Background: an optimization exercise with open tools, aiming at small area, a short achievable clock period and few clock cycles. Do not read the settings as production practice. At most, simulation tests tie the RTL to the original design; equivalence was not proved. The RTL of runs 1 and 2 was laid out without a check of its function. No activity file was given, so power comes from the tool's default toggle rates.

## flow/run.sh

```bash
#!/bin/bash
# synth_recipe.tcl (not shown) runs the flow's synth.tcl, then flattens the netlist and writes it again
# the make line also repeats each setting of config.mk as NAME=value (left out here)
make -C /OpenROAD-flow-scripts/flow DESIGN_CONFIG=/design/flow/config.mk WORK_HOME=/design/flow/orfs CLKGATE_MAP_FILE= SYNTH_SCRIPT=/design/flow/synth_recipe.tcl finish
```

## flow/config.mk

```make
export PLATFORM = sky130hd
export DESIGN_NAME = text_command_line_parser_top
export DESIGN_NICKNAME = text_command_line_parser_top
export VERILOG_FILES = /design/flow/design.v
export SDC_FILE = /design/flow/constraint.sdc
export NUM_CORES = 4
export LEC_CHECK = 0
export CAP_MARGIN = 20
export CORE_MARGIN = 2
export CORE_UTILIZATION = 40
export SLEW_MARGIN = 20
```

## flow/constraint.sdc

```tcl
create_clock -name core_clock -period 12.0 [get_ports {clk}]
set_input_delay 2.4000 -clock core_clock [delete_from_list [all_inputs] [get_ports {clk}]]
set_output_delay 2.4000 -clock core_clock [all_outputs]
set_load 0.01 [all_outputs]
```

## flow/design.v

```verilog
`timescale 1ns / 1ps
package tcp_pkg;
    localparam logic [3:0] ST_START  = 4'd0;
    localparam logic [3:0] ST_KE     = 4'd1;    
    localparam logic [3:0] ST_KD     = 4'd2;    
    localparam logic [3:0] ST_KS     = 4'd3;    
    localparam logic [3:0] ST_KST    = 4'd4;    
    localparam logic [3:0] ST_KSE    = 4'd5;    
    localparam logic [3:0] ST_KT     = 4'd6;    
    localparam logic [3:0] ST_REJ    = 4'd7;    
    localparam logic [3:0] ST_EN_OK  = 4'd8;    
    localparam logic [3:0] ST_DIS_OK = 4'd9;    
    localparam logic [3:0] ST_SL     = 4'd10;   
    localparam logic [3:0] ST_SI     = 4'd11;   
    localparam logic [3:0] ST_SF     = 4'd12;   
    localparam logic [3:0] ST_TL     = 4'd13;   
    localparam logic [3:0] ST_TI     = 4'd14;   
    localparam logic [7:0] CH_NUL   = 8'h00;
    localparam logic [7:0] CH_TAB   = 8'h09;
    localparam logic [7:0] CH_LF    = 8'h0A;
    localparam logic [7:0] CH_VT    = 8'h0B;
    localparam logic [7:0] CH_FF    = 8'h0C;
    localparam logic [7:0] CH_CR    = 8'h0D;
    localparam logic [7:0] CH_SPACE = 8'h20;
    localparam logic [7:0] CH_PLUS  = 8'h2B;
    localparam logic [7:0] CH_MINUS = 8'h2D;
    localparam logic [7:0] CH_DOT   = 8'h2E;
endpackage
`timescale 1ns / 1ps
module tcp_scale (
    input  logic [1:0]  kind,
    input  logic        ovf,
    input  logic        neg,
    input  logic [31:0] acc,
    output logic [31:0] pitch_centideg,
    output logic [31:0] turn_rate_hz
);
    logic [31:0] val;
    assign val            = ovf ? {neg, {31{~neg}}} : acc;
    assign pitch_centideg = (kind == 2'd2) ? val : 32'd0;
    assign turn_rate_hz   = (kind == 2'd3) ? val : 32'd0;
endmodule
`timescale 1ns / 1ps
`timescale 1ns / 1ps
module text_command_line_parser_top #(
    parameter int MAX_LINE_CHARS = 63
) (
    input  logic        clk,
    input  logic        rst_n,
    input  logic        rx_valid,
    output logic        rx_ready,
    input  logic [7:0]  rx_byte,
    output logic        cmd_valid,
    input  logic        cmd_ready,
    output logic [1:0]  cmd_kind,
    output logic [31:0] pitch_centideg,
    output logic [31:0] turn_rate_hz
);
    logic       bv;
    logic [7:0] b;
    logic       rdy;
    logic [3:0] st;
    logic [3:0] st_n;
    logic       ended;
    logic       ended_n;
    logic [5:0] cnt;
    logic [5:0] cnt_n;
    logic [31:0] acc;
    logic        neg;
    logic        neg_n;
    logic        ovf;
    logic [1:0]  frac;
    logic [1:0]  frac_n;
    logic [1:0]  scl;
    logic [1:0]  scl_n;
    logic       vld;
    logic       vld_n;
    logic [1:0] okind;
    logic stall;
    logic fire;
    logic is_digit;
    logic is_blank;
    logic is_sign;
    logic is_set;
    logic lead;
    logic kw_state;
    logic [7:0] exp_ch;
    logic kw_last;
    logic num_init;
    logic acc_step;
    logic emit;
    logic [1:0] emit_kind;
    logic [1:0] emit_scl;
    assign stall = vld && (cnt >= 6'd4);
    assign fire  = bv && !stall;
    assign is_digit = (b[7:4] == 4'h3) && (b[3:0] <= 4'd9);
    assign is_blank = (b == tcp_pkg::CH_SPACE) || (b == tcp_pkg::CH_TAB) ||
                      (b == tcp_pkg::CH_VT) || (b == tcp_pkg::CH_FF);
    assign is_sign  = (b == tcp_pkg::CH_PLUS) || (b == tcp_pkg::CH_MINUS);
    assign is_set   = (st == tcp_pkg::ST_SL) || (st == tcp_pkg::ST_SI) || (st == tcp_pkg::ST_SF);
    assign lead     = (st == tcp_pkg::ST_SL) || (st == tcp_pkg::ST_TL);
    assign kw_state = (st == tcp_pkg::ST_KE) || (st == tcp_pkg::ST_KD) || (st == tcp_pkg::ST_KST) ||
                      (st == tcp_pkg::ST_KSE) || (st == tcp_pkg::ST_KT);
    always_comb
    begin
        exp_ch  = 8'h00;
        kw_last = 1'b0;
        unique case (st)
            tcp_pkg::ST_KE:
            begin
                unique case (cnt[2:0])
                    3'd1: exp_ch = "N";
                    3'd2: exp_ch = "A";
                    3'd3: exp_ch = "B";
                    3'd4: exp_ch = "L";
                    3'd5: exp_ch = "E";
                    default: exp_ch = 8'h00;
                endcase
                kw_last = (cnt[2:0] == 3'd5);
            end
            tcp_pkg::ST_KD:
            begin
                unique case (cnt[2:0])
                    3'd1: exp_ch = "I";
                    3'd2: exp_ch = "S";
                    3'd3: exp_ch = "A";
                    3'd4: exp_ch = "B";
                    3'd5: exp_ch = "L";
                    3'd6: exp_ch = "E";
                    default: exp_ch = 8'h00;
                endcase
                kw_last = (cnt[2:0] == 3'd6);
            end
            tcp_pkg::ST_KST:
            begin
                exp_ch  = cnt[0] ? "P" : "O";
                kw_last = cnt[0];
            end
            tcp_pkg::ST_KSE:
            begin
                unique case (cnt[3:0])
                    4'd2: exp_ch = "T";
                    4'd3: exp_ch = "P";
                    4'd4: exp_ch = "O";
                    4'd5: exp_ch = "I";
                    4'd6: exp_ch = "N";
                    4'd7: exp_ch = "T";
                    4'd8: exp_ch = " ";
                    default: exp_ch = 8'h00;
                endcase
                kw_last = (cnt[3:0] == 4'd8);
            end
            tcp_pkg::ST_KT:
            begin
                unique case (cnt[2:0])
                    3'd1: exp_ch = "U";
                    3'd2: exp_ch = "R";
                    3'd3: exp_ch = "N";
                    3'd4: exp_ch = " ";
                    default: exp_ch = 8'h00;
                endcase
                kw_last = (cnt[2:0] == 3'd4);
            end
            default: ;
        endcase
    end
    always_comb
    begin
        emit      = 1'b0;
        emit_kind = 2'd0;
        emit_scl  = 2'd0;
        unique case (st)
            tcp_pkg::ST_EN_OK:  begin emit = 1'b1; emit_kind = 2'd0; end
            tcp_pkg::ST_DIS_OK: begin emit = 1'b1; emit_kind = 2'd1; end
            tcp_pkg::ST_SL, tcp_pkg::ST_SI, tcp_pkg::ST_SF:
            begin
                emit = 1'b1; emit_kind = 2'd2; emit_scl = 2'd2 - frac;
            end
            tcp_pkg::ST_TL, tcp_pkg::ST_TI: begin emit = 1'b1; emit_kind = 2'd3; end
            default: ;
        endcase
    end
    always_comb
    begin
        st_n     = st;
        ended_n  = ended;
        cnt_n    = cnt;
        neg_n    = neg;
        frac_n   = frac;
        num_init = 1'b0;
        acc_step = 1'b0;
        if (fire && b != tcp_pkg::CH_CR)
        begin
            if (b == tcp_pkg::CH_LF || cnt == 6'(MAX_LINE_CHARS))
            begin
                st_n    = tcp_pkg::ST_START;
                ended_n = 1'b0;
                cnt_n   = '0;
            end
            else
            begin
                cnt_n = cnt + 6'd1;
                if (ended || st == tcp_pkg::ST_REJ)
                begin
                end
                else if (b == tcp_pkg::CH_NUL)
                begin
                    ended_n = 1'b1;
                end
                else if (st == tcp_pkg::ST_START)
                begin
                    if (b == "E")      st_n = tcp_pkg::ST_KE;
                    else if (b == "D") st_n = tcp_pkg::ST_KD;
                    else if (b == "S") st_n = tcp_pkg::ST_KS;
                    else if (b == "T") st_n = tcp_pkg::ST_KT;
                    else               st_n = tcp_pkg::ST_REJ;
                end
                else if (st == tcp_pkg::ST_KS)
                begin
                    if (b == "T")      st_n = tcp_pkg::ST_KST;
                    else if (b == "E") st_n = tcp_pkg::ST_KSE;
                    else               st_n = tcp_pkg::ST_REJ;
                end
                else if (kw_state)
                begin
                    if (b != exp_ch)
                        st_n = tcp_pkg::ST_REJ;
                    else if (kw_last)
                    begin
                        unique case (st)
                            tcp_pkg::ST_KE:  st_n = tcp_pkg::ST_EN_OK;
                            tcp_pkg::ST_KSE: st_n = tcp_pkg::ST_SL;
                            tcp_pkg::ST_KT:  st_n = tcp_pkg::ST_TL;
                            default:         st_n = tcp_pkg::ST_DIS_OK;
                        endcase
                        if (st == tcp_pkg::ST_KSE || st == tcp_pkg::ST_KT)
                        begin
                            num_init = 1'b1;
                            neg_n    = 1'b0;
                            frac_n   = 2'd0;
                        end
                    end
                end
                else if (st == tcp_pkg::ST_EN_OK || st == tcp_pkg::ST_DIS_OK)
                begin
                    st_n = tcp_pkg::ST_REJ;
                end
                else if (st == tcp_pkg::ST_SF)
                begin
                    if (is_digit)
                    begin
                        if (frac != 2'd2)
                        begin
                            acc_step = 1'b1;
                            frac_n   = frac + 2'd1;
                        end
                    end
                    else
                        ended_n = 1'b1;
                end
                else
                begin
                    if (is_digit)
                    begin
                        acc_step = 1'b1;
                        st_n     = is_set ? tcp_pkg::ST_SI : tcp_pkg::ST_TI;
                    end
                    else if (is_set && b == tcp_pkg::CH_DOT)
                        st_n = tcp_pkg::ST_SF;
                    else if (lead && is_blank)
                    begin
                    end
                    else if (lead && is_sign)
                    begin
                        neg_n = (b == tcp_pkg::CH_MINUS);
                        st_n  = is_set ? tcp_pkg::ST_SI : tcp_pkg::ST_TI;
                    end
                    else
                        ended_n = 1'b1;
                end
            end
        end
    end
    always_comb
    begin
        scl_n = scl;
        vld_n = vld && !cmd_ready;
        if (scl != 2'd0)
        begin
            scl_n = scl - 2'd1;
            if (scl == 2'd1)
                vld_n = 1'b1;
        end
        else if (fire && b == tcp_pkg::CH_LF && emit)
        begin
            scl_n = emit_scl;
            if (emit_scl == 2'd0)
                vld_n = 1'b1;
        end
    end
    logic        do_mul;
    logic [3:0]  dig;
    logic [35:0] acc_x;
    logic [35:0] dig_x;
    logic [35:0] acc_sum;
    assign do_mul  = acc_step || (scl != 2'd0);
    assign dig     = (scl != 2'd0) ? 4'd0 : b[3:0];
    assign acc_x   = {{4{acc[31]}}, acc};
    assign dig_x   = neg ? (36'd0 - {32'd0, dig}) : {32'd0, dig};
    assign acc_sum = (acc_x << 3) + (acc_x << 1) + dig_x;
    always_ff @(posedge clk)
    begin
        if (num_init)
        begin
            acc <= '0;
            ovf <= 1'b0;
        end
        else if (do_mul)
        begin
            acc <= acc_sum[31:0];
            if (!(&acc_sum[35:31]) && (|acc_sum[35:31]))
                ovf <= 1'b1;
        end
        neg  <= neg_n;
        frac <= frac_n;
        if (fire && b == tcp_pkg::CH_LF && emit)
            okind <= emit_kind;
        if (rdy)
            b <= rx_byte;
    end
    always_ff @(posedge clk or negedge rst_n)
    begin
        if (!rst_n)
        begin
            bv    <= 1'b0;
            rdy   <= 1'b1;
            st    <= tcp_pkg::ST_START;
            ended <= 1'b0;
            cnt   <= '0;
            scl   <= 2'd0;
            vld   <= 1'b0;
        end
        else
        begin
            if (rdy)
                bv <= rx_valid;
            else if (fire)
                bv <= 1'b0;
            rdy   <= !(vld_n && (cnt_n >= 6'd4));
            st    <= st_n;
            ended <= ended_n;
            cnt   <= cnt_n;
            scl   <= scl_n;
            vld   <= vld_n;
        end
    end
    assign rx_ready  = rdy;
    assign cmd_valid = vld;
    assign cmd_kind  = okind;
    tcp_scale u_scale (
        .kind           (okind),
        .ovf            (ovf),
        .neg            (neg),
        .acc            (acc),
        .pitch_centideg (pitch_centideg),
        .turn_rate_hz   (turn_rate_hz)
    );
endmodule
```

==> flow_summary.html, run 1 <==
<table>
<tr><th>Metric</th><th>Value</th></tr>
<tr><th colspan="2">Global routing</th></tr>
<tr><td>Most Crowded Layer GR</td><td>met1</td></tr>
<tr><td>Met1 demand-to-capacity share in global routing</td><td>0.329</td></tr>
<tr><td>Vias in the first global route</td><td>6091</td></tr>
<tr><td>Met2 Resource Use GR</td><td>0.329</td></tr>
<tr><td>Initial antenna violation count</td><td>0</td></tr>
<tr><td>Global-route wire length before repair</td><td>32000 um</td></tr>
<tr><td>Fraction of met3 tracks used by global routing</td><td>0.0270</td></tr>
<tr><td>Pin count of the biggest net entering global routing</td><td>37</td></tr>
<tr><td>Total Routing Usage GR</td><td>0.220</td></tr>
<tr><td>Global-route congestion overflow total</td><td>0</td></tr>
<tr><th colspan="2">STA</th></tr>
<tr><td>Final-report hold violation count</td><td>0</td></tr>
<tr><td>Shortest period the worst path allows</td><td>5.46 ns</td></tr>
<tr><td>Fmax achieved</td><td>0.183 GHz</td></tr>
<tr><td>RSZ-0062 raised after global routing</td><td>no</td></tr>
<tr><td>Post-route clock period utilization</td><td>0.455</td></tr>
<tr><td>Worst Tran Pin Value</td><td>1.07 ns</td></tr>
<tr><td>Total negative slack</td><td>0 ns</td></tr>
<tr><td>Worst slack on hold paths</td><td>0.481 ns</td></tr>
<tr><td>Setup violation total in the final timing report</td><td>0</td></tr>
<tr><td>Setup Skew</td><td>0.00632 ns</td></tr>
<tr><td>Normalized max-slew margin</td><td>0.284</td></tr>
<tr><td>Number of max-slew violations in the final report</td><td>0</td></tr>
<tr><th colspan="2">Drt</th></tr>
<tr><td>Detailed router's first-iteration violation count</td><td>411</td></tr>
<tr><td>Antenna-violating nets left</td><td>0</td></tr>
<tr><td>Initial DRT Pass Iterations</td><td>5</td></tr>
<tr><td>Vias</td><td>6477</td></tr>
<tr><td>Routed wire length</td><td>18900 um</td></tr>
<tr><td>Average routed wire per standard cell</td><td>16.5 um</td></tr>
<tr><td>Ratio of routed vias to standard cells</td><td>5.65</td></tr>
<tr><td>Drc violations</td><td>0</td></tr>
<tr><th colspan="2">Floorplanning</th></tr>
<tr><td>Initial core utilization</td><td>0.407</td></tr>
<tr><td>Standard-cell rows</td><td>47</td></tr>
<tr><td>Num ports</td><td>80</td></tr>
<tr><td>Core region area</td><td>0.0165 mm^2</td></tr>
<tr><td>Die H</td><td>133 um</td></tr>
<tr><td>Die outline width</td><td>133 um</td></tr>
<tr><td>Die area</td><td>0.0178 mm^2</td></tr>
<tr><th colspan="2">Clocking</th></tr>
<tr><td>Clk root buf</td><td>sky130_fd_sc_hd__clkbuf_16</td></tr>
<tr><td># H-tree levels</td><td>3</td></tr>
<tr><td>Buffer levels on the longest clock path</td><td>2</td></tr>
<tr><td>Clock network latency to the later pin of the worst-skew pair</td><td>0.34 ns</td></tr>
<tr><td>CTS tree</td><td>done</td></tr>
<tr><td>Clock buffers created by TritonCTS</td><td>9</td></tr>
<tr><td>Setup fix buffers added after clock tree synthesis</td><td>0</td></tr>
<tr><td>Sinks on Clock Net</td><td>62</td></tr>
<tr><td>Resized cells post-CTS</td><td>0</td></tr>
<tr><td>CTS hold repair buffers</td><td>0</td></tr>
<tr><td>Register clock-pin slew on the reported worst setup and hold paths</td><td>0.06 ns</td></tr>
<tr><th colspan="2">Worst setup path</th></tr>
<tr><td>Setup crit start kind</td><td>flop</td></tr>
<tr><td>Element type at the critical path end</td><td>flop</td></tr>
<tr><td>Data required, critical path</td><td>12.22 ns</td></tr>
<tr><td>Kind of critical path</td><td>flop to flop</td></tr>
<tr><td>CP max FO</td><td>18</td></tr>
<tr><td>Data arrival, critical path</td><td>5.68 ns</td></tr>
<tr><th colspan="2">Yosys</th></tr>
<tr><td>Synthesis Warnings</td><td>1</td></tr>
<tr><td>Post-synth top cells</td><td>sky130_fd_sc_hd__nand2_1, sky130_fd_sc_hd__nor2_1, sky130_fd_sc_hd__a21oi_1, sky130_fd_sc_hd__o21ai_0, sky130_fd_sc_hd__clkbuf_1</td></tr>
<tr><td>Mapped cell area</td><td>0.00671 mm^2</td></tr>
<tr><td>Async set or reset register ratio after synthesis</td><td>0.258</td></tr>
<tr><td>Synthesized netlist net count</td><td>965</td></tr>
<tr><td>Number of library cell types mapped by synthesis</td><td>78</td></tr>
<tr><td>Number of enable flip-flop cells after synthesis</td><td>13</td></tr>
<tr><td>Leading cell type by number of instances after synthesis</td><td>sky130_fd_sc_hd__nand2_1</td></tr>
<tr><td>Sequential element share of the synthesized area</td><td>0.217</td></tr>
<tr><td>Area share of the largest cell type after synthesis</td><td>0.0985</td></tr>
<tr><td>Top cells by area, synth</td><td>sky130_fd_sc_hd__dfxtp_1, sky130_fd_sc_hd__fa_1, sky130_fd_sc_hd__ha_1</td></tr>
<tr><td>Syn avg cell area</td><td>7.63 um^2</td></tr>
<tr><td>Top FF cell, synth</td><td>sky130_fd_sc_hd__dfxtp_1</td></tr>
<tr><td>Yosys reg bits</td><td>62</td></tr>
<tr><td>Syn Inst Count</td><td>879</td></tr>
<tr><td>Library cell occupying the most area in the post-synthesis netlist</td><td>sky130_fd_sc_hd__dfxtp_1</td></tr>
<tr><th colspan="2">Min path</th></tr>
<tr><td>Kind of path behind the tightest hold check</td><td>flop to flop</td></tr>
<tr><th colspan="2">Finish</th></tr>
<tr><td>Summed area of non-filler cells in the final layout</td><td>0.00793 mm^2</td></tr>
<tr><td># nets final</td><td>1007</td></tr>
<tr><td>Share of the core filled with cells in the final layout</td><td>0.481</td></tr>
<tr><td>Fraction of final layout cells sized beyond drive strength 1</td><td>0.0475</td></tr>
<tr><td>Final Non-Filler Cells</td><td>1146</td></tr>
<tr><td>Area growth syn-to-layout</td><td>18.2%</td></tr>
<tr><td>Count of inserted antenna diode cells</td><td>0</td></tr>
<tr><th colspan="2">Placed design</th></tr>
<tr><td>Inst Count DP</td><td>1130</td></tr>
<tr><td>Post-DP HPWL</td><td>14300 um</td></tr>
<tr><td>Routability congestion estimate</td><td>0.878</td></tr>
<tr><td>Count of buffers inserted at the top-level ports</td><td>79</td></tr>
<tr><td>Post-placement cell area</td><td>0.00760 mm^2</td></tr>
<tr><th colspan="2">Power</th></tr>
<tr><td>Cell internal power dissipation</td><td>0.612 mW</td></tr>
<tr><td>Clock share of power</td><td>0.281</td></tr>
<tr><td>Switching part of the total</td><td>0.401</td></tr>
<tr><td>Largest voltage drop on the vdd net</td><td>99.3 uV</td></tr>
<tr><td>Comb power frac</td><td>0.446</td></tr>
<tr><td>Ratio of total power to cell area</td><td>129 mW/mm^2</td></tr>
<tr><td>Net switching component of the power</td><td>0.410 mW</td></tr>
<tr><td>Sequential fraction of design power</td><td>0.272</td></tr>
<tr><td>Static leakage power</td><td>3.06 nW</td></tr>
<tr><th colspan="2">Run status</th></tr>
<tr><td>Status</td><td>complete, no violations</td></tr>
<tr><th colspan="2">Run</th></tr>
<tr><td>Number of maximum-capacitance violations</td><td>0</td></tr>
</table>
==> per-stage QoR <==
stage          setup slack (ns)  total power [mW]
2_1_floorplan              6.99             0.627
3_3_place_gp               6.63             0.732
3_5_place_dp               6.49             0.733
4_1_cts                    6.38              1.02
5_1_grt                    5.84              1.10
6_report                   6.54              1.02
==> area by class of cell <==
type / instances / area [um^2]
inverter: 27 / 101
tap: 220 / 275
fill: 1654 / 8540
timing repair buffer: 86 / 843
multi-input combinational: 735 / 4930
sequential: 62 / 1450
clock buffer: 13 / 250
clock inverter: 3 / 68.8
==> kinds of logic after synthesis <==
kind of cell             after synthesis  share of synthesized area
XOR/XNOR                              34                     0.0444
adder cells (fa/ha/maj)               74                      0.174
flip-flops                            62                      0.217
AO/OA/AOI/OAI                        252                      0.235
AND/OR/NAND/NOR                      366                      0.266
multiplexers                           9                     0.0155
buffers and inverters                 82                     0.0491
==> worst paths after layout <==
kind	startpoint	end	slack [ns]	depth (start not counted)
max	scl[0]	ovf	6.54	19
min in group asynchronous	rst_n	bv	2.51	1
min	acc[2]	acc[2]	0.48	2
max in group asynchronous	rst_n	ended	9.01	1
min reg2reg	acc[2]	acc[2]	0.48	2
max reg2reg	scl[0]	ovf	6.54	19
==> cells in the final DEF (no fill, tap or decap), types with 8 or more instances in the layout <==
| cell | count |
|---|---|
| sky130_fd_sc_hd__nand2_1 | 114 |
| sky130_fd_sc_hd__nor2_1 | 107 |
| sky130_fd_sc_hd__a21oi_1 | 81 |
| sky130_fd_sc_hd__clkdlybuf4s50_1 | 79 |
| sky130_fd_sc_hd__o21ai_0 | 69 |
| sky130_fd_sc_hd__ha_1 | 42 |
| sky130_fd_sc_hd__fa_1 | 32 |
| sky130_fd_sc_hd__dfxtp_1 | 32 |
| sky130_fd_sc_hd__inv_1 | 27 |
| sky130_fd_sc_hd__nor3_1 | 25 |
| sky130_fd_sc_hd__xnor2_1 | 22 |
| sky130_fd_sc_hd__nand2b_1 | 19 |
| sky130_fd_sc_hd__dfrtp_1 | 15 |
| sky130_fd_sc_hd__nand3_1 | 14 |
| sky130_fd_sc_hd__a21o_1 | 14 |
| sky130_fd_sc_hd__edfxtp_1 | 13 |
| sky130_fd_sc_hd__nor2b_1 | 12 |
| sky130_fd_sc_hd__nand4_1 | 12 |
| sky130_fd_sc_hd__xor2_1 | 12 |
| sky130_fd_sc_hd__a211oi_1 | 10 |
| sky130_fd_sc_hd__clkbuf_16 | 9 |
| sky130_fd_sc_hd__o31ai_1 | 8 |
| sky130_fd_sc_hd__and2_1 | 8 |
==> power by group through the flow <==
| stage | Clock [mW] | Sequential, mW | Combinational (mW) |
|---|---|---|---|
| 6_report | 0.287 | 0.278 | 0.456 |
| 5_1_grt | 0.300 | 0.285 | 0.517 |
| 4_1_cts | 0.292 | 0.278 | 0.454 |
| 3_5_place_dp | 0 | 0.283 | 0.450 |
| 3_3_place_gp | 0 | 0.283 | 0.449 |
| 2_1_floorplan | 0 | 0.254 | 0.373 |
==> worst max-delay path, cell delays in order (launching register included) <==
cell,delay (ns)
sky130_fd_sc_hd__dfrtp_1,0.44
sky130_fd_sc_hd__nor2_1,0.35
sky130_fd_sc_hd__nand2_1,0.12
sky130_fd_sc_hd__ha_1,0.24
sky130_fd_sc_hd__nand2_1,0.06
sky130_fd_sc_hd__nand2_1,0.11
sky130_fd_sc_hd__inv_1,0.48
sky130_fd_sc_hd__buf_4,0.41
sky130_fd_sc_hd__fa_1,0.48
sky130_fd_sc_hd__ha_1,0.39
sky130_fd_sc_hd__a2111oi_0,0.39
sky130_fd_sc_hd__o21ai_0,0.17
sky130_fd_sc_hd__and2_1,0.19
sky130_fd_sc_hd__a2111oi_0,0.48
sky130_fd_sc_hd__nor2_1,0.17
sky130_fd_sc_hd__nor2_1,0.15
sky130_fd_sc_hd__nor4b_1,0.24
sky130_fd_sc_hd__nor3_1,0.09
sky130_fd_sc_hd__nor4_1,0.25
sky130_fd_sc_hd__a211oi_1,0.11
==> sequential cells by signal (all words and copies together), names as in the netlist <==
name   flops
neg        1
rdy        1
st         4
frac       2
ovf        1
ended      1
bv         1
vld        1
okind      2
scl        2
cnt        6
b          8
acc       32
==> routing by layer <==
layer  routed length, um  part of all wire
met5                   0                 0
met4                 291             0.015
met3                 878             0.046
met2                8280              0.44
met1                9450              0.50
==> inputs of run 2 (changes only) <==
==> flow/flow/run.sh (new file) <==
#!/bin/bash
# Standard ORFS layout, with timing repair aiming for setup slack well above the
# period's (same SDC, same clock period; only repair_timing's -setup_margin differs).
set -euo pipefail
MARGIN=$(cat flow/margin.txt 2>/dev/null || echo 8.8)
bash standard.sh SETUP_SLACK_MARGIN=$MARGIN finish > standard_flow.log 2>&1
==> flow/flow/margin.txt (new file) <==
8.8
==> flow/standard.sh (new file) <==
#!/bin/bash
# synth_recipe.tcl (not shown) runs the flow's synth.tcl, then flattens the netlist and writes it again
# the make line also repeats each setting of config.mk as NAME=value (left out here)
make -C /OpenROAD-flow-scripts/flow DESIGN_CONFIG=/design/flow/config.mk WORK_HOME=/design/flow/orfs CLKGATE_MAP_FILE= SYNTH_SCRIPT=/design/flow/synth_recipe.tcl "${@:-finish}"
removed: flow/run.sh
==> run 2 against run 1 <==
Still clean. Final cell count up 15%. Area after synthesis unchanged. Wire length up 47%. Critical path type unchanged. Critical endpoint unchanged. Largest cell class unchanged.
==> flow_summary.html, run 2 <==
<table>
<tr><th>Metric</th><th>Value</th></tr>
<tr><th colspan="2">Min path</th></tr>
<tr><td>Launch point of the worst hold path</td><td>acc[2]</td></tr>
<tr><td>Instance count along the most critical hold path</td><td>2</td></tr>
<tr><td>Kind of path behind the tightest hold check</td><td>flop to flop</td></tr>
<tr><td>Worst min-delay path endpoint</td><td>acc[2]</td></tr>
<tr><th colspan="2">Yosys</th></tr>
<tr><td>Synthesized netlist net count</td><td>965</td></tr>
<tr><td>Number of library cell types mapped by synthesis</td><td>78</td></tr>
<tr><td>Syn avg cell area</td><td>7.63 um^2</td></tr>
<tr><td>Yosys reg bits</td><td>62</td></tr>
<tr><td>Post-synth top cells</td><td>sky130_fd_sc_hd__nand2_1, sky130_fd_sc_hd__nor2_1, sky130_fd_sc_hd__a21oi_1, sky130_fd_sc_hd__o21ai_0, sky130_fd_sc_hd__clkbuf_1</td></tr>
<tr><td>Async set or reset register ratio after synthesis</td><td>0.258</td></tr>
<tr><td>Number of enable flip-flop cells after synthesis</td><td>13</td></tr>
<tr><td>Top FF cell, synth</td><td>sky130_fd_sc_hd__dfxtp_1</td></tr>
<tr><td>Area share of the largest cell type after synthesis</td><td>0.0985</td></tr>
<tr><td>Synthesis Warnings</td><td>1</td></tr>
<tr><td>Mapped cell area</td><td>0.00671 mm^2</td></tr>
<tr><td>Library cell occupying the most area in the post-synthesis netlist</td><td>sky130_fd_sc_hd__dfxtp_1</td></tr>
<tr><td>Sequential element share of the synthesized area</td><td>0.217</td></tr>
<tr><td>Top cells by area, synth</td><td>sky130_fd_sc_hd__dfxtp_1, sky130_fd_sc_hd__fa_1, sky130_fd_sc_hd__ha_1</td></tr>
<tr><td>Syn Inst Count</td><td>879</td></tr>
<tr><td>Leading cell type by number of instances after synthesis</td><td>sky130_fd_sc_hd__nand2_1</td></tr>
<tr><th colspan="2">Floorplanning</th></tr>
<tr><td>Num ports</td><td>80</td></tr>
<tr><td>Die outline width</td><td>133 um</td></tr>
<tr><td>Standard-cell rows</td><td>47</td></tr>
<tr><td>Die area</td><td>0.0178 mm^2</td></tr>
<tr><td>Core region area</td><td>0.0165 mm^2</td></tr>
<tr><td>Initial core utilization</td><td>0.407</td></tr>
<tr><td>Die H</td><td>133 um</td></tr>
<tr><th colspan="2">STA</th></tr>
<tr><td>Final worst setup slack</td><td>7.84 ns</td></tr>
<tr><td>Worst Tran Pin Value</td><td>0.888 ns</td></tr>
<tr><td>Post-route clock period utilization</td><td>0.347</td></tr>
<tr><td>Shortest period the worst path allows</td><td>4.16 ns</td></tr>
<tr><td>Normalized max-slew margin</td><td>0.407</td></tr>
<tr><td>Final-report hold violation count</td><td>0</td></tr>
<tr><td>Total negative slack</td><td>0 ns</td></tr>
<tr><td>Setup Skew</td><td>0.00996 ns</td></tr>
<tr><td>Number of max-slew violations in the final report</td><td>0</td></tr>
<tr><td>Fmax achieved</td><td>0.240 GHz</td></tr>
<tr><td>RSZ-0062 raised after global routing</td><td>yes</td></tr>
<tr><td>Setup violation total in the final timing report</td><td>0</td></tr>
<tr><td>Worst slack on hold paths</td><td>0.524 ns</td></tr>
<tr><th colspan="2">Power</th></tr>
<tr><td>Static leakage power</td><td>4.53 nW</td></tr>
<tr><td>Ratio of total power to cell area</td><td>114 mW/mm^2</td></tr>
<tr><td>Largest voltage drop on the vdd net</td><td>75.8 uV</td></tr>
<tr><th colspan="2">Finish</th></tr>
<tr><td>Registers with the most flip-flops</td><td>acc x32, b x8, cnt x6</td></tr>
<tr><td>Most common library cell in the layout ignoring fill and taps</td><td>sky130_fd_sc_hd__nand2_1</td></tr>
<tr><td>Top library cells by usage in the layout, fill and taps aside</td><td>sky130_fd_sc_hd__nand2_1, sky130_fd_sc_hd__buf_4, sky130_fd_sc_hd__buf_6, sky130_fd_sc_hd__a21oi_1, sky130_fd_sc_hd__nor2_2</td></tr>
<tr><td>Fraction of final layout cells sized beyond drive strength 1</td><td>0.489</td></tr>
<tr><td>Count of inserted antenna diode cells</td><td>0</td></tr>
<tr><td>Largest reg by FF count</td><td>acc</td></tr>
<tr><td># nets final</td><td>1183</td></tr>
<tr><td>Area growth syn-to-layout</td><td>71.6%</td></tr>
<tr><td>Share of the core filled with cells in the final layout</td><td>0.699</td></tr>
<tr><td>Flip-flop count of the largest register after layout</td><td>32</td></tr>
<tr><th colspan="2">Drt</th></tr>
<tr><td>Detailed router's first-iteration violation count</td><td>1079</td></tr>
<tr><td>Antenna-violating nets left</td><td>0</td></tr>
<tr><td>Average routed wire per standard cell</td><td>21.1 um</td></tr>
<tr><td>Initial DRT Pass Iterations</td><td>8</td></tr>
<tr><td>Vias</td><td>7824</td></tr>
<tr><td>Drc violations</td><td>0</td></tr>
<tr><td>Ratio of routed vias to standard cells</td><td>5.92</td></tr>
<tr><td>Routed wire length</td><td>27800 um</td></tr>
<tr><th colspan="2">Run status</th></tr>
<tr><td>Status</td><td>complete, no violations</td></tr>
<tr><th colspan="2">Worst setup path</th></tr>
<tr><td>Capturing point of the worst reg2reg path</td><td>ovf</td></tr>
<tr><td>Register-to-register setup slack</td><td>7.84 ns</td></tr>
<tr><td>Setup crit start kind</td><td>flop</td></tr>
<tr><td>Worst r2r src</td><td>b[2]</td></tr>
<tr><td>CP max FO</td><td>8</td></tr>
<tr><td>Data required, critical path</td><td>12.26 ns</td></tr>
<tr><td>Kind of critical path</td><td>flop to flop</td></tr>
<tr><td>R2R depth</td><td>18</td></tr>
<tr><td>Data arrival, critical path</td><td>4.42 ns</td></tr>
<tr><td>Element type at the critical path end</td><td>flop</td></tr>
<tr><th colspan="2">Clocking</th></tr>
<tr><td>Clock buffers created by TritonCTS</td><td>9</td></tr>
<tr><td>Sinks on Clock Net</td><td>62</td></tr>
<tr><td>Clock network latency to the later pin of the worst-skew pair</td><td>0.36 ns</td></tr>
<tr><td>CTS hold repair buffers</td><td>0</td></tr>
<tr><td>CTS tree</td><td>done</td></tr>
<tr><td>Clk root buf</td><td>sky130_fd_sc_hd__clkbuf_16</td></tr>
<tr><td># H-tree levels</td><td>3</td></tr>
<tr><td>Register clock-pin slew on the reported worst setup and hold paths</td><td>0.06 ns</td></tr>
<tr><td>Buffer levels on the longest clock path</td><td>2</td></tr>
<tr><th colspan="2">Placed design</th></tr>
<tr><td>Routability congestion estimate</td><td>0.966</td></tr>
<tr><td>Count of buffers inserted at the top-level ports</td><td>79</td></tr>
<tr><td>Setup Slack @ Placement</td><td>7.03 ns</td></tr>
<tr><td>Post-DP HPWL</td><td>14500 um</td></tr>
<tr><th colspan="2">Global routing</th></tr>
<tr><td>Total Routing Usage GR</td><td>0.286</td></tr>
<tr><td>Most Crowded Layer GR</td><td>met2</td></tr>
<tr><td>Met2 Resource Use GR</td><td>0.458</td></tr>
<tr><td>Global-route wire length before repair</td><td>40400 um</td></tr>
<tr><td>Global-route congestion overflow total</td><td>0</td></tr>
<tr><td>Fraction of met3 tracks used by global routing</td><td>0.0381</td></tr>
<tr><td>Pin count of the biggest net entering global routing</td><td>35</td></tr>
<tr><td>Met1 demand-to-capacity share in global routing</td><td>0.405</td></tr>
<tr><td>Initial antenna violation count</td><td>0</td></tr>
<tr><td>Vias in the first global route</td><td>7314</td></tr>
<tr><th colspan="2">Run</th></tr>
<tr><td>Number of maximum-capacitance violations</td><td>0</td></tr>
</table>
[run 2: area by class of cell]
| type | instances | area, um^2 |
|---|---|---|
| clock inverters | 5 | 58.8 |
| inverters | 27 | 111 |
| multi-input cells | 740 | 6760 |
| flip-flops and latches | 62 | 1470 |
| repair buffers | 256 | 2570 |
| fillers | 1216 | 4960 |
| clock buffers | 11 | 243 |
| well taps | 220 | 275 |
| repair inverters | 1 | 7.51 |
[run 2: report_power, final]
group          leakage, nW  total [mW]  switching [mW]  internal, mW
registers            0.578       0.279          0.0438         0.236
clock network        0.142       0.278           0.111         0.167
logic                 3.81       0.757           0.402         0.355
[run 2: cells by family (layout without fill, tap and decap cells)]
kind of cell             Yosys count  in the layout  synth area share
AO/OA/AOI/OAI                    252            252             0.235
buffers and inverters             82            300            0.0491
adder cells (fa/ha/maj)           74             74             0.174
flip-flops                        62             62             0.217
multiplexers                       9              9            0.0155
AND/OR/NAND/NOR                  366            371             0.266
XOR/XNOR                          34             34            0.0444
[run 2: layer usage]
metal  vias to the layer above  share of wire
met4                         0          0.024
li1                       3591              -
met1                      3782           0.43
met5                         -              0
met3                        60          0.070
met2                       391           0.47
[run 2: stage by stage]
stage | cell area, um^2 | cells | power, mW
floorplan | 7540 | 879 | 0.685
global placement | 8250 | 1132 | 0.790
detailed placement | 8250 | 1132 | 0.786
CTS | 10600 | 1267 | 1.21
global route | 11500 | 1322 | 1.38
finish | 11500 | 1322 | 1.31
[run 2: what timing repair did]
action | CTS | global route
buffers inserted | 109 | 52
setup endpoints to repair | 108 | 123
cloned | 10 | 3
resized for setup | 457 | 137
pin swaps | 109 | 93
[run 2: worst max path at each step]
stage | startpoint | endpoint | cells after the start
global placement | b[0] | ovf | 17
floorplan | scl[0] | ovf | 19
finish | b[2] | ovf | 18
CTS | b[1] | ovf | 16
detailed placement | b[0] | ovf | 16
global route | b[1] | ovf | 17
[run 2: critical path, stage by stage, from the launching register on]
cell and delay [ns]:
sky130_fd_sc_hd__edfxtp_1 0.49, sky130_fd_sc_hd__buf_6 0.17, sky130_fd_sc_hd__o21ai_2 0.13, sky130_fd_sc_hd__nand2_2 0.08
sky130_fd_sc_hd__nand2_4 0.09, sky130_fd_sc_hd__clkinvlp_4 0.15, sky130_fd_sc_hd__buf_12 0.18, sky130_fd_sc_hd__fa_1 0.50
sky130_fd_sc_hd__ha_4 0.36, sky130_fd_sc_hd__o211ai_1 0.19, sky130_fd_sc_hd__a21oi_4 0.21, sky130_fd_sc_hd__o2111ai_2 0.15
sky130_fd_sc_hd__and4_4 0.20, sky130_fd_sc_hd__nor3_4 0.19, sky130_fd_sc_hd__nor3_4 0.10, sky130_fd_sc_hd__or4_1 0.41
sky130_fd_sc_hd__nand4_1 0.16, sky130_fd_sc_hd__nor3_2 0.07, sky130_fd_sc_hd__a211oi_1 0.22
==> inputs of run 3 (changes only) <==
--- a/flow/design.v
+++ b/flow/design.v
@@ -41,6 +41,98 @@
     assign turn_rate_hz   = (kind == 2'd3) ? val : 32'd0;
 endmodule
 `timescale 1ns / 1ps
+module tcp_padd #(
+    parameter int N    = 32,
+    parameter int ARCH = 0,
+    parameter int GX_POS = 2
+) (
+    input  logic [N-1:0] a,
+    input  logic [N-1:0] b,
+    input  logic         cin,
+    input  logic         gx,       
+    output logic [N-1:0] s
+);
+    localparam int L = $clog2(N);
+    logic [N-1:0] p0;
+    logic [N-1:0] gg [0:2*L];
+    logic [N-1:0] pp [0:2*L];
+    logic [N-1:0] c;
+    always_comb
+    begin
+        p0 = a ^ b;
+        gg[0] = a & b;
+        pp[0] = p0;
+        gg[0][0] = (a[0] & b[0]) | (p0[0] & cin);
+        gg[0][GX_POS] = gg[0][GX_POS] | gx;
+        if (ARCH == 0)
+        begin
+            for (int l = 0; l < L; l++)
+            begin
+                gg[l+1] = gg[l];
+                pp[l+1] = pp[l];
+                for (int i = 0; i < N; i++)
+                    if (((i >> l) & 1) == 1)
+                    begin
+                        gg[l+1][i] = gg[l][i] | (pp[l][i] & gg[l][((i >> l) << l) - 1]);
+                        pp[l+1][i] = pp[l][i] & pp[l][((i >> l) << l) - 1];
+                    end
+            end
+            for (int l = L; l < 2 * L; l++)
+            begin
+                gg[l+1] = gg[l];
+                pp[l+1] = pp[l];
+            end
+        end
+        else if (ARCH == 2)
+        begin
+            for (int l = 0; l < L; l++)
+            begin
+                gg[l+1] = gg[l];
+                pp[l+1] = pp[l];
+                for (int i = 0; i < N; i++)
+                    if (i >= (1 << l))
+                    begin
+                        gg[l+1][i] = gg[l][i] | (pp[l][i] & gg[l][i - (1 << l)]);
+                        pp[l+1][i] = pp[l][i] & pp[l][i - (1 << l)];
+                    end
+            end
+            for (int l = L; l < 2 * L; l++)
+            begin
+                gg[l+1] = gg[l];
+                pp[l+1] = pp[l];
+            end
+        end
+        else
+        begin
+            for (int l = 0; l < L; l++)
+            begin
+                gg[l+1] = gg[l];
+                pp[l+1] = pp[l];
+                for (int i = 0; i < N; i++)
+                    if ((((i + 1) % (2 << l)) == 0))
+                    begin
+                        gg[l+1][i] = gg[l][i] | (pp[l][i] & gg[l][i - (1 << l)]);
+                        pp[l+1][i] = pp[l][i] & pp[l][i - (1 << l)];
+                    end
+            end
+            for (int l = L - 2; l >= 0; l--)
+            begin
+                gg[2*L-1-l] = gg[2*L-2-l];
+                pp[2*L-1-l] = pp[2*L-2-l];
+                for (int i = 0; i < N; i++)
+                    if ((((i + 1) % (2 << l)) == (1 << l)) && (i > (1 << l)))
+                    begin
+                        gg[2*L-1-l][i] = gg[2*L-2-l][i] | (pp[2*L-2-l][i] & gg[2*L-2-l][i - (1 << l)]);
+                        pp[2*L-1-l][i] = pp[2*L-2-l][i] & pp[2*L-2-l][i - (1 << l)];
+                    end
+            end
+        end
+        c[0] = cin;
+        for (int i = 1; i < N; i++)
+            c[i] = gg[2*L-1][i-1];
+        s = p0 ^ c;
+    end
+endmodule
 `timescale 1ns / 1ps
 module text_command_line_parser_top #(
     parameter int MAX_LINE_CHARS = 63
@@ -73,11 +165,15 @@
     logic [1:0]  frac_n;
     logic [1:0]  scl;
     logic [1:0]  scl_n;
+    logic        nstep;
+    logic        nstep_n;
+    logic        negsel;      
     logic       vld;
     logic       vld_n;
     logic [1:0] okind;
     logic stall;
     logic fire;
+    logic is_lf;
     logic is_digit;
     logic is_blank;
     logic is_sign;
@@ -87,17 +183,21 @@
     logic [7:0] exp_ch;
     logic kw_last;
     logic num_init;
-    logic acc_step;
+    logic dig_step;
     logic emit;
+    logic emit_now;
     logic [1:0] emit_kind;
     logic [1:0] emit_scl;
+    logic is_num;
     assign stall = vld && (cnt >= 6'd4);
     assign fire  = bv && !stall;
+    assign is_lf    = (b == tcp_pkg::CH_LF);
     assign is_digit = (b[7:4] == 4'h3) && (b[3:0] <= 4'd9);
     assign is_blank = (b == tcp_pkg::CH_SPACE) || (b == tcp_pkg::CH_TAB) ||
                       (b == tcp_pkg::CH_VT) || (b == tcp_pkg::CH_FF);
     assign is_sign  = (b == tcp_pkg::CH_PLUS) || (b == tcp_pkg::CH_MINUS);
     assign is_set   = (st == tcp_pkg::ST_SL) || (st == tcp_pkg::ST_SI) || (st == tcp_pkg::ST_SF);
+    assign is_num   = is_set || (st == tcp_pkg::ST_TL) || (st == tcp_pkg::ST_TI);
     assign lead     = (st == tcp_pkg::ST_SL) || (st == tcp_pkg::ST_TL);
     assign kw_state = (st == tcp_pkg::ST_KE) || (st == tcp_pkg::ST_KD) || (st == tcp_pkg::ST_KST) ||
                       (st == tcp_pkg::ST_KSE) || (st == tcp_pkg::ST_KT);
@@ -180,6 +280,7 @@
             default: ;
         endcase
     end
+    assign emit_now = fire && is_lf && emit;
     always_comb
     begin
         st_n     = st;
@@ -188,10 +289,10 @@
         neg_n    = neg;
         frac_n   = frac;
         num_init = 1'b0;
-        acc_step = 1'b0;
+        dig_step = 1'b0;
         if (fire && b != tcp_pkg::CH_CR)
         begin
-            if (b == tcp_pkg::CH_LF || cnt == 6'(MAX_LINE_CHARS))
+            if (is_lf || cnt == 6'(MAX_LINE_CHARS))
             begin
                 st_n    = tcp_pkg::ST_START;
                 ended_n = 1'b0;
@@ -251,7 +352,7 @@
                     begin
                         if (frac != 2'd2)
                         begin
-                            acc_step = 1'b1;
+                            dig_step = 1'b1;
                             frac_n   = frac + 2'd1;
                         end
                     end
@@ -262,7 +363,7 @@
                 begin
                     if (is_digit)
                     begin
-                        acc_step = 1'b1;
+                        dig_step = 1'b1;
                         st_n     = is_set ? tcp_pkg::ST_SI : tcp_pkg::ST_TI;
                     end
                     else if (is_set && b == tcp_pkg::CH_DOT)
@@ -281,33 +382,52 @@
             end
         end
     end
+    logic scl_step;
+    logic neg_step;
+    assign scl_step = (scl != 2'd0);
+    assign neg_step = negsel;
     always_comb
     begin
-        scl_n = scl;
-        vld_n = vld && !cmd_ready;
-        if (scl != 2'd0)
+        scl_n   = scl;
+        nstep_n = nstep;
+        vld_n   = vld && !cmd_ready;
+        if (scl_step)
         begin
             scl_n = scl - 2'd1;
-            if (scl == 2'd1)
+            if (scl == 2'd1 && !nstep)
                 vld_n = 1'b1;
         end
-        else if (fire && b == tcp_pkg::CH_LF && emit)
+        else if (nstep)
+        begin
+            nstep_n = 1'b0;
+            vld_n   = 1'b1;
+        end
+        else if (emit_now)
         begin
-            scl_n = emit_scl;
-            if (emit_scl == 2'd0)
+            scl_n   = emit_scl;
+            nstep_n = neg && is_num;
+            if (emit_scl == 2'd0 && !(neg && is_num))
                 vld_n = 1'b1;
         end
     end
-    logic        do_mul;
-    logic [3:0]  dig;
-    logic [35:0] acc_x;
-    logic [35:0] dig_x;
-    logic [35:0] acc_sum;
-    assign do_mul  = acc_step || (scl != 2'd0);
-    assign dig     = (scl != 2'd0) ? 4'd0 : b[3:0];
-    assign acc_x   = {{4{acc[31]}}, acc};
-    assign dig_x   = neg ? (36'd0 - {32'd0, dig}) : {32'd0, dig};
-    assign acc_sum = (acc_x << 3) + (acc_x << 1) + dig_x;
+    logic [3:0]  e;
+    logic [34:0] add_a;
+    logic [34:0] add_b;
+    logic [34:0] add_s;
+    assign e     = (scl_step || nstep) ? 4'd0 : b[3:0];
+    assign add_a = neg_step ? {3'b000, ~acc} : {1'b0, acc[30:0], e[2:0]};
+    assign add_b = neg_step ? 35'd0 : {3'b000, acc[30:0], 1'b0};
+    tcp_padd #(
+        .N      (35),
+        .ARCH   (1),
+        .GX_POS (2)
+    ) u_add (
+        .a   (add_a),
+        .b   (add_b),
+        .cin (neg_step),
+        .gx  (e[3]),
+        .s   (add_s)
+    );
     always_ff @(posedge clk)
     begin
         if (num_init)
@@ -315,15 +435,17 @@
             acc <= '0;
             ovf <= 1'b0;
         end
-        else if (do_mul)
+        else if (dig_step || scl_step)
         begin
-            acc <= acc_sum[31:0];
-            if (!(&acc_sum[35:31]) && (|acc_sum[35:31]))
+            acc <= add_s[31:0];
+            if (|add_s[34:31])
                 ovf <= 1'b1;
         end
+        else if (neg_step)
+            acc <= add_s[31:0];
         neg  <= neg_n;
         frac <= frac_n;
-        if (fire && b == tcp_pkg::CH_LF && emit)
+        if (emit_now)
             okind <= emit_kind;
         if (rdy)
             b <= rx_byte;
@@ -338,6 +460,8 @@
             ended <= 1'b0;
             cnt   <= '0;
             scl   <= 2'd0;
+            nstep <= 1'b0;
+            negsel <= 1'b0;
             vld   <= 1'b0;
         end
         else
@@ -346,11 +470,13 @@
                 bv <= rx_valid;
             else if (fire)
                 bv <= 1'b0;
-            rdy   <= !(vld_n && (cnt_n >= 6'd4));
+            rdy   <= !(vld && !cmd_ready && (cnt >= 6'd3));
             st    <= st_n;
             ended <= ended_n;
             cnt   <= cnt_n;
             scl   <= scl_n;
+            nstep <= nstep_n;
+            negsel <= nstep_n && (scl_n == 2'd0);
             vld   <= vld_n;
         end
     end
==> flow/run.sh (new file) <==
#!/bin/bash
# synth_recipe.tcl (not shown) runs the flow's synth.tcl, then flattens the netlist and writes it again
# the make line also repeats each setting of config.mk as NAME=value (left out here)
make -C /OpenROAD-flow-scripts/flow DESIGN_CONFIG=/design/flow/config.mk WORK_HOME=/design/flow/orfs CLKGATE_MAP_FILE= SYNTH_SCRIPT=/design/flow/synth_recipe.tcl finish
removed: flow/flow/run.sh
removed: flow/flow/margin.txt
removed: flow/standard.sh
==> run 3 against run 2 <==
Still clean on timing, DRC and antenna. Maximum frequency decreased by 18%. Clock power grew 3%. Worst hold slack worse by 0.046 ns. Flip-flop and latch count increased by 2. Utilization shrank 22 points. First-iteration DRC count fell by 58%. Power decreased by 38%. Clock skew fell by 0.0023 ns. Via count fell by 23%. Area after synthesis decreased by 9.3%. Wire length is 37% lower. Register-to-register slack worse by 0.30 ns.
==> flow_summary.html, run 3 <==
<table>
<tr><th>Metric</th><th>Value</th></tr>
<tr><th colspan="2">Run status</th></tr>
<tr><td>Status</td><td>complete, no violations</td></tr>
<tr><th colspan="2">Finish</th></tr>
<tr><td>Area growth syn-to-layout</td><td>19.1%</td></tr>
<tr><td>Area used by multi-input combinational logic</td><td>0.00419 mm^2</td></tr>
<tr><td>Final Non-Filler Cells</td><td>1033</td></tr>
<tr><td>Most common library cell in the layout ignoring fill and taps</td><td>sky130_fd_sc_hd__nor2_1</td></tr>
<tr><td># nets final</td><td>905</td></tr>
<tr><td>Number of filler cells placed in the layout</td><td>1479</td></tr>
<tr><td>Top library cells by usage in the layout, fill and taps aside</td><td>sky130_fd_sc_hd__nor2_1, sky130_fd_sc_hd__nand2_1, sky130_fd_sc_hd__clkdlybuf4s50_1, sky130_fd_sc_hd__o21ai_0, sky130_fd_sc_hd__a21oi_1</td></tr>
<tr><td>Count of inserted antenna diode cells</td><td>0</td></tr>
<tr><td>Registers with the most flip-flops</td><td>acc x31, b x8, cnt x6</td></tr>
<tr><td>Register area</td><td>0.00150 mm^2</td></tr>
<tr><td>Flip-flop count of the largest register after layout</td><td>31</td></tr>
<tr><td>Largest reg by FF count</td><td>acc</td></tr>
<tr><td>Fraction of final layout cells sized beyond drive strength 1</td><td>0.0544</td></tr>
<tr><th colspan="2">Min path</th></tr>
<tr><td>Worst min-delay path endpoint</td><td>acc[31]</td></tr>
<tr><td>Instance count along the most critical hold path</td><td>2</td></tr>
<tr><td>Kind of path behind the tightest hold check</td><td>flop to flop</td></tr>
<tr><td>Launch point of the worst hold path</td><td>acc[31]</td></tr>
<tr><th colspan="2">Placed design</th></tr>
<tr><td>Inst Count DP</td><td>1016</td></tr>
<tr><td>Count of buffers inserted at the top-level ports</td><td>79</td></tr>
<tr><td>Routability congestion estimate</td><td>0.930</td></tr>
<tr><td>Post-DP HPWL</td><td>12800 um</td></tr>
<tr><th colspan="2">Yosys</th></tr>
<tr><td>Simple-gate share of the synthesized area</td><td>0.268</td></tr>
<tr><td>Adder-cell share of the synthesized area</td><td>0.128</td></tr>
<tr><td>Number of enable flip-flop cells after synthesis</td><td>13</td></tr>
<tr><td>Mapped cell area</td><td>0.00608 mm^2</td></tr>
<tr><td>Post-synth top cells</td><td>sky130_fd_sc_hd__nor2_1, sky130_fd_sc_hd__nand2_1, sky130_fd_sc_hd__o21ai_0, sky130_fd_sc_hd__a21oi_1, sky130_fd_sc_hd__inv_1</td></tr>
<tr><td>Synthesized netlist net count</td><td>862</td></tr>
<tr><td>Top FF cell, synth</td><td>sky130_fd_sc_hd__dfxtp_1</td></tr>
<tr><td>Sequential element share of the synthesized area</td><td>0.247</td></tr>
<tr><td>Synthesis Warnings</td><td>4</td></tr>
<tr><td>Mux share of post-synthesis cell area</td><td>0.0140</td></tr>
<tr><td>Number of library cell types mapped by synthesis</td><td>77</td></tr>
<tr><td>Syn avg cell area</td><td>7.63 um^2</td></tr>
<tr><td>Top cells by area, synth</td><td>sky130_fd_sc_hd__dfxtp_1, sky130_fd_sc_hd__ha_1, sky130_fd_sc_hd__dfrtp_1</td></tr>
<tr><td>Async set or reset register ratio after synthesis</td><td>0.281</td></tr>
<tr><td>Library cell occupying the most area in the post-synthesis netlist</td><td>sky130_fd_sc_hd__dfxtp_1</td></tr>
<tr><td>Syn Inst Count</td><td>797</td></tr>
<tr><td>Yosys reg bits</td><td>64</td></tr>
<tr><td>Xor/xnor share of the synthesized area</td><td>0.0274</td></tr>
<tr><td>Area share of the largest cell type after synthesis</td><td>0.109</td></tr>
<tr><td>Leading cell type by number of instances after synthesis</td><td>sky130_fd_sc_hd__nor2_1</td></tr>
<tr><td>Dominant combinational cell family by area after synthesis</td><td>simple AND/OR/NAND/NOR gates</td></tr>
<tr><td>Post-synthesis compound-gate area fraction</td><td>0.252</td></tr>
<tr><th colspan="2">Floorplanning</th></tr>
<tr><td>Die area</td><td>0.0162 mm^2</td></tr>
<tr><td>Num ports</td><td>80</td></tr>
<tr><td>Initial core utilization</td><td>0.404</td></tr>
<tr><td>Die H</td><td>127 um</td></tr>
<tr><td>Standard-cell rows</td><td>45</td></tr>
<tr><td>Core region area</td><td>0.0150 mm^2</td></tr>
<tr><td>Die outline width</td><td>127 um</td></tr>
<tr><th colspan="2">Worst setup path</th></tr>
<tr><td>Kind of critical path</td><td>flop to output pin</td></tr>
<tr><td>Data arrival, critical path</td><td>2.68 ns</td></tr>
<tr><td>CP max FO</td><td>31</td></tr>
<tr><td>Element type at the critical path end</td><td>output pin</td></tr>
<tr><td>Capturing point of the worst reg2reg path</td><td>acc[15]</td></tr>
<tr><td>Worst r2r src</td><td>cnt[0]</td></tr>
<tr><td>Data required, critical path</td><td>9.60 ns</td></tr>
<tr><td>Critical path startpoint</td><td>ovf</td></tr>
<tr><td>Register-to-register setup slack</td><td>7.54 ns</td></tr>
<tr><td>R2R depth</td><td>9</td></tr>
<tr><td>Setup crit start kind</td><td>flop</td></tr>
<tr><th colspan="2">Global routing</th></tr>
<tr><td>Global-route wire length before repair</td><td>29300 um</td></tr>
<tr><td>Initial antenna violation count</td><td>0</td></tr>
<tr><td>Pin count of the biggest net entering global routing</td><td>42</td></tr>
<tr><td>Vias in the first global route</td><td>5730</td></tr>
<tr><td>Total Routing Usage GR</td><td>0.221</td></tr>
<tr><td>Global-route congestion overflow total</td><td>0</td></tr>
<tr><th colspan="2">Clocking</th></tr>
<tr><td>Clk root buf</td><td>sky130_fd_sc_hd__clkbuf_16</td></tr>
<tr><td>Sinks on Clock Net</td><td>64</td></tr>
<tr><td>CTS tree</td><td>done</td></tr>
<tr><td>Register clock-pin slew on the reported worst setup and hold paths</td><td>0.06 ns</td></tr>
<tr><td>CTS hold repair buffers</td><td>0</td></tr>
<tr><td>Clock network latency to the later pin of the worst-skew pair</td><td>0.34 ns</td></tr>
<tr><td># H-tree levels</td><td>3</td></tr>
<tr><td>Resized cells post-CTS</td><td>0</td></tr>
<tr><td>Clock buffers created by TritonCTS</td><td>9</td></tr>
<tr><td>Setup fix buffers added after clock tree synthesis</td><td>0</td></tr>
<tr><td>Buffer levels on the longest clock path</td><td>2</td></tr>
<tr><th colspan="2">Drt</th></tr>
<tr><td>Detailed router's first-iteration violation count</td><td>455</td></tr>
<tr><td>Ratio of routed vias to standard cells</td><td>5.80</td></tr>
<tr><td>Met1 WL</td><td>8570 um</td></tr>
<tr><td>Average routed wire per standard cell</td><td>16.9 um</td></tr>
<tr><td>Drc violations</td><td>0</td></tr>
<tr><td>Vias</td><td>5989</td></tr>
<tr><td>Amount of wire on met3 after detailed routing</td><td>775 um</td></tr>
<tr><td>Routed wire length</td><td>17400 um</td></tr>
<tr><td>Uppermost routed layer</td><td>met4</td></tr>
<tr><td>Antenna-violating nets left</td><td>0</td></tr>
<tr><td>Detailed-routed wire length on met2</td><td>7790 um</td></tr>
<tr><td>Initial DRT Pass Iterations</td><td>5</td></tr>
<tr><th colspan="2">Power</th></tr>
<tr><td>Largest voltage drop on the vdd net</td><td>84.8 uV</td></tr>
<tr><td>Ratio of total power to cell area</td><td>113 mW/mm^2</td></tr>
<tr><td>Static leakage power</td><td>2.83 nW</td></tr>
<tr><th colspan="2">STA</th></tr>
<tr><td>Shortest period the worst path allows</td><td>5.08 ns</td></tr>
<tr><td>Number of max-slew violations in the final report</td><td>0</td></tr>
<tr><td>Fmax achieved</td><td>0.197 GHz</td></tr>
<tr><td>Total negative slack</td><td>0 ns</td></tr>
<tr><td>Final-report hold violation count</td><td>0</td></tr>
<tr><td>Normalized max-slew margin</td><td>0.333</td></tr>
<tr><td>Setup Skew</td><td>0.00769 ns</td></tr>
<tr><td>Worst Tran Pin Value</td><td>0.987 ns</td></tr>
<tr><td>RSZ-0062 raised after global routing</td><td>no</td></tr>
<tr><td>Post-route clock period utilization</td><td>0.423</td></tr>
<tr><td>Setup violation total in the final timing report</td><td>0</td></tr>
<tr><th colspan="2">Run</th></tr>
<tr><td>Number of maximum-capacitance violations</td><td>0</td></tr>
</table>
run 3: cell count changes in the layout (fill, tap and decap cells not counted), moves of 28 or more:
cell	change
sky130_fd_sc_hd__a21oi_2	-28
sky130_fd_sc_hd__o21ai_4	-29
sky130_fd_sc_hd__o21ai_0	+35
sky130_fd_sc_hd__buf_2	-32
sky130_fd_sc_hd__nor2_1	+68
sky130_fd_sc_hd__nor2_4	-34
sky130_fd_sc_hd__buf_6	-79
sky130_fd_sc_hd__nor2_2	-37
sky130_fd_sc_hd__ha_4	-30
sky130_fd_sc_hd__buf_4	-97
sky130_fd_sc_hd__clkdlybuf4s50_1	+69
sky130_fd_sc_hd__ha_1	+30
run 3: metal layers:
layer / vias to the layer above / track usage
met1: 2834 / 0.314
met2: 193 / 0.345
li1: 2938 / -
met4: 0 / 0.0737
met3: 24 / 0.0327
met5: - / 0
run 3: final cells by class:
cell class | instances | area share
multi-input combinational | 639 | 0.579
inverter | 41 | 0.0212
tap | 188 | 0.0325
timing repair buffer | 85 | 0.116
clock buffer | 9 | 0.0311
clock inverter | 7 | 0.0133
sequential | 64 | 0.207
run 3: logic make-up (layout without fill, tap and decap cells):
family | Yosys count | after routing
AOI/OAI and AO/OA | 231 | 231
buffers and inverters | 94 | 142
adders and majority gates | 53 | 53
DFF | 64 | 64
xor gates and xnor gates | 19 | 19
muxes | 8 | 8
and+or+nand+nor | 328 | 328
run 3: power breakdown:
part / switching (mW) / total (mW) / internal [mW]
Clock: 0.104 / 0.286 / 0.182
Combinational: 0.134 / 0.234 / 0.100
Sequential: 0.0586 / 0.299 / 0.240
run 3: worst max-delay path by stage:
stage / to
finish: turn_rate_hz[12]
CTS: pitch_centideg[12]
detailed placement: pitch_centideg[12]
floorplan: ovf
global placement: pitch_centideg[26]
global route: turn_rate_hz[12]
run 3: critical path: stages (launching register included):
cell and delay (ns):
sky130_fd_sc_hd__dfxtp_1 0.70, sky130_fd_sc_hd__nand2_1 0.67, sky130_fd_sc_hd__o21ai_0 0.37, sky130_fd_sc_hd__nor2_1 0.07, sky130_fd_sc_hd__clkdlybuf4s50_1 0.51
run 3: through the flow:
stage               hold slack [ns]   util  power [mW]  instance area (um^2)  worst slack, ns
floorplan                     0.444      -       0.465                  6080             8.12
finish                        0.478  0.482       0.819                  7240             6.92
detailed placement            0.473  0.460       0.530                  6910             6.78
global placement              0.474  0.460       0.525                  6910             7.00
CTS                           0.482  0.481       0.819                  7230             6.42
global route                  0.499  0.482       0.866                  7240             6.69
Testbench counts of run 3, summed over its fixed seeds: cycles 40,726.

re-timing with driven ports:
The results above use ideal ports. As a check the final layouts listed here were re-extracted and re-timed, cells and wires unchanged. Step 1 sets driving cells, clkbuf_16 on the clock port and buf_2 on the other inputs (assumed; they add their load-dependent delay and slew). Step 2, shift: input delay + t, output delay - t, t = (earliest + latest rising clock arrival at the registers) / 2. This alone moves slack from input paths to output paths. a / b / c = ideal ports / drivers / drivers and shift; a / b = the first two.
run	t, ns	slack for setup (ns)	hold slack, ns	worst setup path at the end	pins driven straight from the clock port
run 1	0.386	6.542 / 6.542 / 6.542	0.481 / 0.481 / 0.481	register to register	1
run 2	0.392	7.837 / 7.837 / 7.837	0.524 / 0.524 / 0.524	register to register	1
run 3	0.378	6.920 / 6.878 / 7.256	0.478 / 0.478 / 0.478	register to output	1
After both steps every run listed still meets setup and hold.
